Background: an optimization exercise with open tools, aiming at small area, a short achievable clock period and few clock cycles per item. Do not read the settings as production practice.
Only simulation tests tie the RTL to the original design; equivalence was not proved.
Power figures rest on the tool's default switching activity, not on a simulated workload.

### flow/run.sh
#!/bin/bash
# synth_recipe.tcl (not shown) runs the flow's synth.tcl, then flattens the netlist and writes it again
# the make line also repeats each setting of config.mk as NAME=value (left out here)
make -C /OpenROAD-flow-scripts/flow DESIGN_CONFIG=/design/flow/config.mk WORK_HOME=/design/flow/orfs CLKGATE_MAP_FILE= SYNTH_SCRIPT=/design/flow/synth_recipe.tcl finish
### flow/constraint.sdc
create_clock -name core_clock -period 5.0 [get_ports {clk}]
set_input_delay 1.0000 -clock core_clock [delete_from_list [all_inputs] [get_ports {clk}]]
set_output_delay 1.0000 -clock core_clock [all_outputs]
set_load 0.01 [all_outputs]
### flow/config.mk
export PLATFORM = sky130hd
export DESIGN_NAME = mulDivUnit
export DESIGN_NICKNAME = mulDivUnit
export VERILOG_FILES = /design/flow/design.v
export SDC_FILE = /design/flow/constraint.sdc
export NUM_CORES = 4
export LEC_CHECK = 0
export ABC_CLOCK_PERIOD_IN_PS = 3000
export CAP_MARGIN = 20
export CORE_MARGIN = 2
export CORE_UTILIZATION = 40
export SETUP_SLACK_MARGIN = 1.5
export SLEW_MARGIN = 20
### flow/design.v
package mulDivOpPkg;
  typedef enum logic [2:0] {
    opMul    = 3'b000,
    opMulh   = 3'b001,
    opMulhsu = 3'b010,
    opMulhu  = 3'b011,
    opDiv    = 3'b100,
    opDivu   = 3'b101,
    opRem    = 3'b110,
    opRemu   = 3'b111
  } opCodeT;
  function automatic logic isDivOp(input logic [2:0] op);
    isDivOp = op[2];
  endfunction
  function automatic logic lOpSigned(input logic [2:0] op);
    lOpSigned = (op == 3'b001) || (op == 3'b100) || (op == 3'b110);
  endfunction
  function automatic logic rOpSigned(input logic [2:0] op);
    rOpSigned = (op == 3'b001) || (op == 3'b010) || (op == 3'b100) || (op == 3'b110);
  endfunction
  function automatic logic wantsHigh(input logic [2:0] op);
    wantsHigh = (op == 3'b001) || (op == 3'b010) || (op == 3'b011);
  endfunction
  function automatic logic wantsRemainder(input logic [2:0] op);
    wantsRemainder = (op == 3'b110) || (op == 3'b111);
  endfunction
endpackage
package mulDivCtrlPkg;
  typedef enum logic [1:0] {
    stIdle,
    stBusy,
    stOffer,
    stRelease
  } stageStateT;
  typedef enum logic [1:0] {
    kIdle,
    kRun,
    kDone
  } kernelStateT;
endpackage
`timescale 1ns/1ps
module mulDivUnit
#(
  parameter int dataWidth = 32
) (
  input  logic                 clk,
  input  logic                 rstN,
  input  logic                 inReq,
  output logic                 inAck,
  input  logic [2:0]           opCode,
  input  logic [dataWidth-1:0] lOp,
  input  logic [dataWidth-1:0] rOp,
  output logic                 outReq,
  input  logic                 outAck,
  output logic [dataWidth-1:0] result,
  output logic                 divByZero,
  output logic                 divOverflow
);
  localparam int W = 37;
  localparam logic [31:0] kBias = 32'haaaaaaac;
  logic sMul, sMulF, sPrep, sAl, sIt, sCor, sFin;
  logic oAckQ;
  logic [2:0] op;
  logic [33:0] A;       
  logic [W-1:0] H;      
  logic [W-1:0] C;      
  logic [31:0] L;       
  logic k;              
  logic b0one, b0two, b0neg, b1one, b1two, b1neg;
  logic xL, xInv, yA, yInv;
  logic off;            
  logic [5:0] clzA, clzH;
  logic [5:0] cnt;      
  logic [5:0] itc;      
  logic zf;             
  logic negRes;
  logic dzR;
  logic ovR;
  logic isIdle;
  assign isIdle = !(sMul || sMulF || sPrep || sAl || sIt || sCor || sFin);
  logic lastLo, lastIt, finishing, outFree, loadPorts, capture;
  assign lastLo = sMul && zf && (op == 3'd0);
  assign lastIt = sIt && zf && !op[1] && !negRes;
  assign finishing = lastLo || lastIt || sMulF || sFin;
  assign outFree = !outReq && !oAckQ;
  assign loadPorts = isIdle || (finishing && outFree);
  assign capture = loadPorts && inReq && !inAck;
  logic negD;
  assign negD = A[33];
  logic [34:0] a35;
  assign a35 = {A[33], A};
  function automatic logic [34:0] ppRow(input logic [34:0] a, input logic one,
                                         input logic two, input logic neg);
    ppRow = (((one ? a : 35'd0) | (two ? {a[33:0], 1'b0} : 35'd0)) ^ {35{neg}})
            ^ {1'b1, 34'd0};
  endfunction
  logic [34:0] p0, p1;
  assign p0 = ppRow(a35, b0one, b0two, b0neg);
  assign p1 = ppRow(a35, b1one, b1two, b1neg);
  logic [W-1:0] r0, r1, s1, c1, s2, c2;
  assign r0 = {2'b00, p0};
  assign r1 = {p1, b1neg, b1neg};
  assign s1 = H ^ C ^ r0;
  assign c1 = {(H[W-2:0] & C[W-2:0]) | (H[W-2:0] & r0[W-2:0]) | (C[W-2:0] & r0[W-2:0]), b0neg};
  assign s2 = s1 ^ c1 ^ r1;
  assign c2 = {(s1[W-2:0] & c1[W-2:0]) | (s1[W-2:0] & r1[W-2:0]) | (c1[W-2:0] & r1[W-2:0]), b1neg};
  logic [4:0] lo;
  assign lo = {1'b0, s2[3:0]} + {1'b0, c2[3:0]} + {4'd0, k};
  function automatic logic [2:0] booth(input logic [2:0] b);
    booth[2] = b[1] ^ b[0];
    booth[1] = (b[2] & ~b[1] & ~b[0]) | (~b[2] & b[1] & b[0]);
    booth[0] = b[2];
  endfunction
  logic [31:0] sq, cq;
  assign sq = H[31:0] ^ C[31:0] ^ kBias;
  assign cq = (H[31:0] & C[31:0]) | (H[31:0] & kBias) | (C[31:0] & kBias);
  logic [W-1:0] xOp, yOp;
  logic cin;
  assign xOp = sMulF ? {{(W-32){1'b0}}, sq}
                     : ((xL ? {{(W-32){1'b0}}, L} : H) ^ {W{xInv}});
  assign yOp = sMulF ? {{(W-33){1'b0}}, cq, 1'b0}
                     : (yA ? ({{(W-34){A[33]}}, A} ^ {W{yInv}}) : '0);
  assign cin = sMulF ? k : ((yA && yInv) || (sPrep && off) || xInv);
  logic [W:0] sumX;
  logic [W-1:0] sum;
  assign sumX = {xOp, 1'b1} + {yOp, cin};
  assign sum = sumX[W:1];
  logic q;
  assign q = !sum[W-1];
  function automatic logic [5:0] clz32(input logic [31:0] v);
    logic [15:0] v2;
    logic [15:0] c2;
    logic [7:0] v4;
    logic [15:0] c4;
    logic [3:0] v8;
    logic [11:0] c8;
    logic [1:0] v16;
    logic [7:0] c16;
    for (int i = 0; i < 16; i++) begin
      v2[i] = v[2*i+1] | v[2*i];
      c2[i] = !v[2*i+1];
    end
    for (int i = 0; i < 8; i++) begin
      v4[i] = v2[2*i+1] | v2[2*i];
      c4[2*i+:2] = v2[2*i+1] ? {1'b0, c2[2*i+1]} : {1'b1, c2[2*i]};
    end
    for (int i = 0; i < 4; i++) begin
      v8[i] = v4[2*i+1] | v4[2*i];
      c8[3*i+:3] = v4[2*i+1] ? {1'b0, c4[4*i+2+:2]} : {1'b1, c4[4*i+:2]};
    end
    for (int i = 0; i < 2; i++) begin
      v16[i] = v8[2*i+1] | v8[2*i];
      c16[4*i+:4] = v8[2*i+1] ? {1'b0, c8[6*i+3+:3]} : {1'b1, c8[6*i+:3]};
    end
    if (v16[1]) clz32 = {2'b00, c16[7:4]};
    else if (v16[0]) clz32 = {2'b01, c16[3:0]};
    else clz32 = 6'd32;
  endfunction
  logic divOpP, negNP, negDP;
  assign divOpP = opCode[2];
  assign negNP = ((opCode == 3'd4) || (opCode == 3'd6)) && rOp[31];
  assign negDP = ((opCode == 3'd4) || (opCode == 3'd6)) && lOp[31];
  logic [6:0] sh;
  assign sh = {1'b0, clzA} - {1'b0, clzH} + {6'd0, off};
  logic dzV, ovV, negResV;
  assign dzV = (A[31:0] == 32'd0);
  assign ovV = off && (H[31:0] == 32'h7fffffff) && (A[31:0] == 32'hffffffff);
  assign negResV = op[1] ? off : ((off ^ negD) && !dzV);
  logic [31:0] res;
  always_comb begin
    if (sMul) res = {lo[3:0], L[31:4]};
    else if (sIt) res = {L[30:0], q};
    else res = sum[31:0];
  end
  logic cntBig, cntLast;
  assign cntBig = (cnt[5:2] != 4'd0);
  assign cntLast = cntBig ? (cnt == 6'd4) : (cnt == 6'd1);
  always_ff @(posedge clk) begin
    if (!rstN) begin
      sMul <= 1'b0;
      sMulF <= 1'b0;
      sPrep <= 1'b0;
      sAl <= 1'b0;
      sIt <= 1'b0;
      sCor <= 1'b0;
      sFin <= 1'b0;
      inAck <= 1'b0;
      outReq <= 1'b0;
      oAckQ <= 1'b0;
    end else begin
      oAckQ <= outAck;
      if (capture) begin
        inAck <= 1'b1;
      end else if (!inReq) begin
        inAck <= 1'b0;
      end
      if (finishing && outFree) begin
        outReq <= 1'b1;
      end else if (outAck) begin
        outReq <= 1'b0;
      end
      if (loadPorts) begin
        sMul <= capture && !divOpP;
        sPrep <= capture && divOpP;
        sMulF <= 1'b0;
        sAl <= 1'b0;
        sIt <= 1'b0;
        sCor <= 1'b0;
        sFin <= 1'b0;
      end else if (sMul && !lastLo) begin
        if (zf) begin
          sMul <= 1'b0;
          sMulF <= 1'b1;
        end
      end else if (sPrep) begin
        sPrep <= 1'b0;
        sFin <= dzV || sh[6];
        sIt <= !dzV && (sh == 7'd0);
        sAl <= !dzV && !sh[6] && (sh != 7'd0);
      end else if (sAl) begin
        if (cntLast) begin
          sAl <= 1'b0;
          sIt <= 1'b1;
        end
      end else if (sIt && !lastIt) begin
        if (zf) begin
          sIt <= 1'b0;
          sCor <= op[1] && !q;
          sFin <= !(op[1] && !q);
        end
      end else if (sCor) begin
        sCor <= 1'b0;
        sFin <= 1'b1;
      end
    end
  end
  always_ff @(posedge clk) begin
    if (finishing && outFree) begin
      result <= res;
      divByZero <= dzR;
      divOverflow <= ovR;
    end
    if (loadPorts) begin
      op <= opCode;
      A <= {{2{mulDivOpPkg::lOpSigned(opCode) && lOp[31]}}, lOp};
      L <= rOp;
      H <= !divOpP ? '0 : {{(W-32){1'b0}}, negNP ? ~rOp : rOp};
      C <= '0;
      k <= 1'b0;
      off <= divOpP && negNP;
      clzA <= clz32(negDP ? ~lOp : lOp);
      clzH <= clz32(negNP ? ~rOp : rOp);
      itc <= (opCode == 3'd3) ? 6'd8 : 6'd7;
      zf <= 1'b0;
      dzR <= 1'b0;
      ovR <= 1'b0;
      xL <= 1'b0;
      xInv <= 1'b0;
      yA <= 1'b0;
      yInv <= 1'b0;
      {b0one, b0two, b0neg} <= booth({rOp[1:0], 1'b0});
      {b1one, b1two, b1neg} <= booth(rOp[3:1]);
    end else if (sMul && !lastLo) begin
      if (zf && (op == 3'd3)) begin
        H <= s2;
        C <= c2;
      end else begin
        H <= {4'd0, s2[W-1:4]};
        C <= {4'd0, c2[W-1:4]};
        L <= {lo[3:0], L[31:4]};
        k <= lo[4];
      end
      itc <= itc - 6'd1;
      zf <= (itc == 6'd1);
      if ((itc == 6'd1) && (op == 3'd3)) begin
        {b0one, b0two, b0neg} <= booth({2'b00, L[3]});
        {b1one, b1two, b1neg} <= 3'b000;
      end else begin
        {b0one, b0two, b0neg} <= booth(L[5:3]);
        {b1one, b1two, b1neg} <= booth(L[7:5]);
      end
    end else if (sPrep) begin
      H <= sum;
      L <= dzV ? 32'hffffffff : 32'd0;
      cnt <= sh[5:0];
      itc <= sh[5:0];
      zf <= (sh == 7'd0);
      negRes <= negResV;
      dzR <= dzV;
      ovR <= ovV;
      yA <= !dzV && !sh[6];
      yInv <= !negD;
      xL <= (dzV || sh[6]) && !op[1];
      xInv <= (dzV || sh[6]) && negResV;
    end else if (sAl) begin
      if (cntBig) begin
        A <= {A[29:0], 4'd0};
        cnt <= cnt - 6'd4;
      end else begin
        A <= {A[32:0], 1'b0};
        cnt <= cnt - 6'd1;
      end
    end else if (sIt && !lastIt) begin
      H <= sum;
      L <= {L[30:0], q};
      itc <= itc - 6'd1;
      zf <= (itc == 6'd1);
      if (zf) begin
        yA <= op[1] && !q;
        yInv <= negD;
        xL <= !op[1];
        xInv <= negRes && !(op[1] && !q);
      end else begin
        A <= {A[33], A[33:1]};
        yInv <= q ^ negD;
      end
    end else if (sCor) begin
      H <= sum;
      yA <= 1'b0;
      xInv <= negRes;
    end
  end
endmodule
==> implementation parameters, run 1 <==
Parameter                              Value

Outcome
  Result of the run    complete, no violations

Logic synthesis
  Number of register bits inferred by synthesis    227
  FFs w/ async S/R, synth    0
  Area of the mapped netlist    21030 um2
  Total nets after synthesis    2782
  Seq/Total Area, Yosys    0.2980
  Per-instance average area after synthesis    8.262 um2
  Number of enable-type register cells in the synthesized netlist    172
  Number of warning messages in the yosys log    1
  Synth unique cells    79
  Number of instances in the synthesized netlist    2545
  Top FF cell, synth    edfxtp_1

Cells and area
  Leading cell types in the layout, fill and taps excluded    386 x nand2_1, 179 x nor2_1, 172 x edfxtp_1, 172 x xnor2_1, 150 x o21ai_0
  Proportion of layout cells with a drive suffix above 1    0.1400
  Most common cell after layout, fill and taps aside    nand2_1
  Net count reported at finish    2874
  Antenna cells    0
  Count of fill cells added during filler insertion    4954
  Layout overhead on the synthesized area    21.02%
  Multi-input combinational cell area    14400 um2
  Area occupied by registers    6285 um2

Clocking
  Clock tree from TritonCTS    built
  Total of hold buffers inserted after clock tree synthesis    0
  Clock transition at the registers of the reported paths    0.07 ns
  Clock buffers created by TritonCTS    29
  Root buffer cell    clkbuf_16
  Clock insertion delay at the later pin of the skew report    0.60 ns
  Clock tree buffer depth    3
  Total number of clock tree sinks    227
  H-Tree Level Count    1

Routing
  Count of unresolved DRC violations after routing    0
  Final routed wire length divided by cell count    26.15 um
  Initial DRC count    2743
  Routed WL    87510 um
  Total via count after detailed routing    21117
  Count of nets left with antenna violations after detail routing    0
  Vias/cell    6.311
  Number of iterations in the first detailed-routing pass    9

Min path
  Startpoint of the worst hold path    ovR
  Class of the tightest hold or removal check    reg2reg
  Depth of the worst hold-timing path    0
  Sink of the worst hold path    divOverflow

Place
  Post-place setup slack    0.5520 ns
  DPL Wire Length    63620 um
  Final RePlAce weighted congestion    1.052
  I/O Buffers    106

Critical path
  Critical Path Source    xL
  Worst setup EP type    flip-flop
  Startpoint type of the worst setup path    flip-flop
  Endpoint arrival time on the critical path    4.11 ns
  Required time of the critical path    5.31 ns
  Setup CP Type    reg2reg
  Number of cells on the worst reg-to-reg path    15
  RR Startpoint    xL
  Critical R2R Capture    result[29]
  Maximum fanout along the worst path    8
  Register-to-register path setup slack    1.21 ns

STA
  Unrepaired setup endpoints after global routing    true
  Part of the cycle the worst path needs    0.7587
  Worst-Margin Slew    1.026 ns
  Final number of setup-violating endpoints    0
  Final Hold Fails    0
  Pins Over Slew Limit    0
  Worst clock skew    0.03167 ns
  Min Tclk post-route    3.794 ns
  Total negative slack    0 ns
  Worst Setup Slack, final    1.206 ns
  Maximum clock frequency    263.6 MHz
  Relative slew margins    0.3134

Power
  Total leakage power    9.518 nW
  Peak ir drop on the vdd network    0.0002677 V
  Power density relative to cell area    382.4 nW/um2

Die
  Effective utilization at floorplan    0.4025
  Die X    233.3 um
  Die boundary height    233.3 um
  Floorplan die area    54410 um2
  Row cnt    84
  Placeable core area    52240 um2
  I/O pin cnt    107

GRT
  Total global-route track usage    0.3153
  Global Route met2 Usage    0.4843
  Vias in the first global route    19849
  GR Util met3    0.06665
  Antenna violations before repair    1
  Met1 Track Usage GR    0.4148
  Most heavily used metal layer in global routing    met2
  First-pass GRT wire length    128800 um
  Pin count of the biggest net entering global routing    78
  Leftover overflow at the end of global routing    0

Job
  Number of maximum-capacitance violations    0
-- per-stage QoR --
step	hold slack [ns]	std cells	total power [mW]	utilization	cell area, um2
6_report	0.4430	3346	9.729	0.4871	25450
2_1_floorplan	0.4086	2545	5.260	-	21130
3_5_place_dp	0.4210	3202	7.080	0.4366	22810
5_1_grt	0.4572	3346	10.10	0.4871	25450
4_1_cts	0.4453	3297	9.433	0.4703	24560
3_3_place_gp	0.4321	3202	7.048	0.4366	22800
-- state kept, by name (all words and copies together), names as in the netlist, 3 cells and up --
register and count:
L 32, cnt 6, op 3, clzA 6, clzH 6, A 34
result 32, H 37, itc 6, C 37
-- synth_stat cells, drive strengths merged, types with 45 or more instances --
| master | instances | area, um2 |
|---|---|---|
| nand2 | 393 | 1475 |
| o21ai | 223 | 1116 |
| nor2 | 185 | 696.9 |
| xnor2 | 182 | 1594 |
| clkbuf | 174 | 654.4 |
| edfxtp | 172 | 5165 |
| a21oi | 140 | 700.7 |
| inv | 103 | 386.6 |
| ha | 92 | 1151 |
| fa | 74 | 1481 |
| a22oi | 71 | 533.0 |
| nand3 | 65 | 325.3 |
| mux2i | 64 | 640.6 |
| dfxtp | 55 | 1101 |
| xor2 | 45 | 394.1 |
-- cell families (layout without fill, tap and decap cells) --
family	after synthesis	after routing	synth area share
and+or+nand+nor	835	835	0.1751
DFF	227	227	0.2980
xor gates and xnor gates	227	227	0.09456
muxes	67	67	0.03207
buffers and inverters	322	435	0.05873
adders and majority gates	166	166	0.1252
AOI/OAI and AO/OA	701	701	0.2163
-- worst max-delay path, cell delays in order, from the launching register on --
cell and delay [ns]:
dfxtp_4 0.47, buf_6 0.15, mux2i_2 0.21, xor2_1 0.21, o21ai_2 0.10, fa_2 0.35
a21o_1 0.22, a221oi_4 0.35, o211ai_1 0.17, a21oi_2 0.32, buf_12 0.16, o31ai_4 0.09
a41oi_4 0.35, xnor2_4 0.19, o21a_1 0.14, a21oi_1 0.04
-- report_power, final --
group	total (mW)	internal (mW)	switching [mW]
Clock	2.22	1.27	0.944
Sequential	2.77	2.32	0.449
Combinational	4.74	1.84	2.91
Total	9.73	5.43	4.30
-- layout make-up --
| type | count | share of cell area |
|---|---|---|
| flip-flops and latches | 227 | 0.2470 |
| inverters | 104 | 0.01583 |
| repair buffers | 279 | 0.09982 |
| clock inverters | 18 | 0.008507 |
| clock buffers | 34 | 0.02926 |
| well taps | 688 | 0.03383 |
| multi-input cells | 1996 | 0.5658 |
-- repair_timing --
action | 4_1_cts | 5_1_grt
pin swaps | 39 | 66
buffers inserted | 42 | 49
endpoints found under the setup margin | 137 | 163
resized for setup | 93 | 120
cloned | 1 | 0
-- metal layers --
layer	vias to the layer above	part of all wire
li1	9285	-
met1	10207	0.39
met2	1318	0.44
met3	307	0.11
met4	0	0.066
met5	-	0
-- worst max-delay path by stage --
stage,cells after the start,endpoint
2_1_floorplan,8,H[0]
3_3_place_gp,10,clzH[2]
3_5_place_dp,10,clzH[2]
4_1_cts,15,result[29]
5_1_grt,15,result[29]
6_report,15,result[29]
Testbench counts, summed over its fixed seeds: cycles 18,109, items 2,048.
==> run 2, diff against run 1 <==
--- a/flow/config.mk
+++ b/flow/config.mk
@@ -7,3 +7,3 @@
 export LEC_CHECK = 0
-export ABC_CLOCK_PERIOD_IN_PS = 3000
+export ABC_CLOCK_PERIOD_IN_PS = 3500
 export CAP_MARGIN = 20
@@ -11,3 +11,3 @@
 export CORE_UTILIZATION = 40
-export SETUP_SLACK_MARGIN = 1.5
+export SETUP_SLACK_MARGIN = 1.0
 export SLEW_MARGIN = 20
==> run 2 against run 1 <==
  * Combinational power fell by 5.5%
  * Area after synthesis did not move
  * Clock power barely moved
  * Die area did not move
  * Sequential cell count did not move
  * Power fell by 2.5%
  * Still clean
  * Via count fell by 2.9%
  * Critical path depth fell by 5
  * Sequential power barely moved
  * Non-clock buffer count fell by 87
  * First-iteration DRC count fell by 10%
  * Hold slack got worse by 0.0097 ns
==> implementation parameters, run 2 <==
Parameter                              Value

Outcome
  Result of the run    complete, no violations

Cells and area
  Most common cell after layout, fill and taps aside    nand2_1
  Antenna cells    0
  Final std cell area, no fill    24040 um2
  Multi-input combinational cell area    13730 um2
  Leading cell types in the layout, fill and taps excluded    388 x nand2_1, 183 x nor2_1, 182 x xnor2_1
  Non-filler instance count after layout    3261
  Area occupied by registers    6279 um2
  Core occupancy in the finished layout    0.4603
  Net count reported at finish    2787
  Proportion of layout cells with a drive suffix above 1    0.07695
  Count of fill cells added during filler insertion    5101
  Layout overhead on the synthesized area    14.35%
  Largest registers in the final layout    C (37), H (37), A (34)

Critical path
  Required time of the critical path    5.33 ns
  Worst setup EP type    flip-flop
  Startpoint type of the worst setup path    flip-flop
  Endpoint arrival time on the critical path    4.24 ns
  Setup CP Type    reg2reg
  Maximum fanout along the worst path    17

Place
  Post-place instance area    22770 um2
  DPL Wire Length    63290 um
  I/O Buffers    106
  Final RePlAce weighted congestion    1.019
  Number of placed instances, taps included    3195
  Post-place setup slack    0.3621 ns

Logic synthesis
  Number of warning messages in the yosys log    1
  Synth Area in Compound Gates    0.2163
  Number of register bits inferred by synthesis    227
  Most numerous cell in the Yosys netlist    nand2_1
  Synth unique cells    79
  Total nets after synthesis    2782
  Number of enable-type register cells in the synthesized netlist    172
  Top FF cell, synth    edfxtp_1
  Post-synthesis xor/xnor area fraction    0.09456
  Seq/Total Area, Yosys    0.2980
  Cell types with the highest counts after synthesis    393 x nand2_1, 184 x nor2_1, 182 x xnor2_1
  Per-instance average area after synthesis    8.262 um2
  Share of synthesized cell area in full adder, half adder and majority cells    0.1252
  Area share of the largest cell type after synthesis    0.2456
  Multiplexer area fraction after synthesis    0.03207
  FFs w/ async S/R, synth    0
  Main combinational cell family by area after synthesis    compound AO/OA/AOI/OAI gates
  Share of synthesized cell area in and, or, nand and nor gates    0.1751
  Area of the mapped netlist    21030 um2
  Number of instances in the synthesized netlist    2545
  Largest area contributor in the netlist    edfxtp_1
  Cell types with the largest area share after synthesis    edfxtp_1 25%, xnor2_1 7.6%, fa_1 7.0%

Clocking
  Clock tree buffer depth    3
  Root buffer cell    clkbuf_16
  Clock insertion delay at the later pin of the skew report    0.59 ns
  H-Tree Level Count    1
  Total number of clock tree sinks    227
  Clock tree from TritonCTS    built
  Clock transition at the registers of the reported paths    0.06 ns
  Total of hold buffers inserted after clock tree synthesis    0
  Clock buffers created by TritonCTS    29

Routing
  Final routed wire length divided by cell count    26.19 um
  Routed WL    85390 um
  Count of unresolved DRC violations after routing    0
  Vias/cell    6.285
  Initial DRC count    2465
  Total via count after detailed routing    20495
  Count of nets left with antenna violations after detail routing    0
  Number of iterations in the first detailed-routing pass    6

Die
  Die X    233.3 um
  Die boundary height    233.3 um
  Floorplan die area    54410 um2
  Effective utilization at floorplan    0.4025
  Placeable core area    52240 um2
  I/O pin cnt    107
  Row cnt    84

STA
  Worst Setup Slack, final    1.089 ns
  Worst clock skew    0.03495 ns
  Unrepaired setup endpoints after global routing    true
  Part of the cycle the worst path needs    0.7823
  Pins Over Slew Limit    0
  Maximum clock frequency    255.7 MHz
  Worst-Margin Slew    1.144 ns
  Relative slew margins    0.2371
  Total negative slack    0 ns
  Min Tclk post-route    3.911 ns
  Final number of setup-violating endpoints    0
  Final Hold Fails    0

Power
  Sw power    4.168 mW
  Cell internal power dissipation    5.314 mW
  Clock power frac    0.233
  Total leakage power    8.919 nW
  Power density relative to cell area    394.4 nW/um2
  Switching share of power    0.4396
  Peak ir drop on the vdd network    0.0002652 V
  Relative contribution of sequential cells to total power    0.294
  Comb pwr share    0.473

GRT
  Leftover overflow at the end of global routing    0
  Total global-route track usage    0.3074
  First-pass GRT wire length    125000 um
  Vias in the first global route    19420
  Antenna violations before repair    1
  Pin count of the biggest net entering global routing    97

Job
  Number of maximum-capacitance violations    0

Min path
  Class of the tightest hold or removal check    reg2reg
[run 2: cell counts after synthesis]
No cell type changed its count.
[run 2: power by group through the flow]
stage	Clock, mW	Combinational (mW)	Sequential [mW]
after CTS	2.22	4.33	2.77
after global placement	0	4.25	2.81
after global routing	2.30	4.76	2.79
final	2.21	4.48	2.79
after detailed placement	0	4.30	2.80
after floorplan	0	2.78	2.48
[run 2: cells by family after synthesis]
group / count (synthesis)
and+or+nand+nor: 835
buffers and inverters: 322
DFF: 227
AOI/OAI and AO/OA: 701
xor gates and xnor gates: 227
muxes: 67
adders and majority gates: 166
[run 2: metrics by stage]
stage | power (mW) | hold slack (ns)
6_report | 9.483 | 0.4333
5_1_grt | 9.847 | 0.4499
4_1_cts | 9.321 | 0.4366
3_5_place_dp | 7.104 | 0.4208
3_3_place_gp | 7.057 | 0.4202
2_1_floorplan | 5.259 | 0.4086
[run 2: path summary, 6_finish.rpt]
check / slack (ns) / depth (start not counted) / from / endpoint
hold / removal: 0.43 / 0 / dzR / divByZero
setup / recovery: 1.09 / 10 / b0one / L[29]
hold reg to reg: 0.43 / 0 / dzR / divByZero
setup reg to reg: 1.09 / 10 / b0one / L[29]
[run 2: cell type report]
| type | count | share of cell area |
|---|---|---|
| Clock buffer | 42 | 0.03570 |
| Clock inverter | 12 | 0.005464 |
| Inverter | 104 | 0.01644 |
| Multi-Input combinational cell | 1996 | 0.5709 |
| Sequential cell | 227 | 0.2611 |
| Tap cell | 688 | 0.03580 |
| Timing Repair Buffer | 192 | 0.07457 |
[run 2: timing repair]
item	4_1_cts	5_1_grt
setup buffers	0	10
gates cloned	0	1
pin swaps	0	8
endpoints found under the hold margin	0	0
endpoints found under the setup margin	29	30
gates resized for setup	6	29
[run 2: worst max-delay path, stage by stage (launching register included)]
cell and delay (ns):
edfxtp_1 0.94, a22oi_1 0.23, xor2_1 0.21, fa_1 0.52, inv_1 0.05, fa_1 0.56, inv_1 0.10, fa_1 0.65
nor2_1 0.09, a311oi_1 0.25, o21ai_1 0.08
[run 2: metal layers]
metal	track usage	share of wire	vias up	wire, um
met5	0	0	-	0
met4	0.1781	0.069	0	5904
met3	0.04517	0.096	279	8211
met2	0.4828	0.45	1254	38340
met1	0.4026	0.39	9848	32940
li1	-	-	9114	-

-- port drivers added, routing unchanged --
No port has a modelled driver above. Below, the same layouts with a new extraction and two added sets of constraints. Step 1, drivers: a clkbuf_16 drives clk and a buf_2 each remaining input, both assumed. Step 2 adds t to the input delays and takes it off the output delays; t is the mean of the earliest and latest rising clock arrival at the registers after step 1. Input paths then give back, and output paths get back, about the clock's delay inside the block. Three values: ideal ports, drivers, drivers and shift; two values: the first two.
| run | t (ns) | setup WS [ns] | worst setup path after step 2 | clock arrival spread, ns |
|---|---|---|---|---|
| run 1 | 0.648 | 1.206 / 1.206 / 1.028 | input to register | 0.031 / 0.032 |
| run 2 | 0.637 | 1.089 / 1.089 / 0.579 | input to register | 0.035 / 0.035 |
After both steps every run listed still meets setup and hold. The setup slack of run 2, which loses most, moves by 0.000 ns with the drivers and by -0.510 ns with both steps.
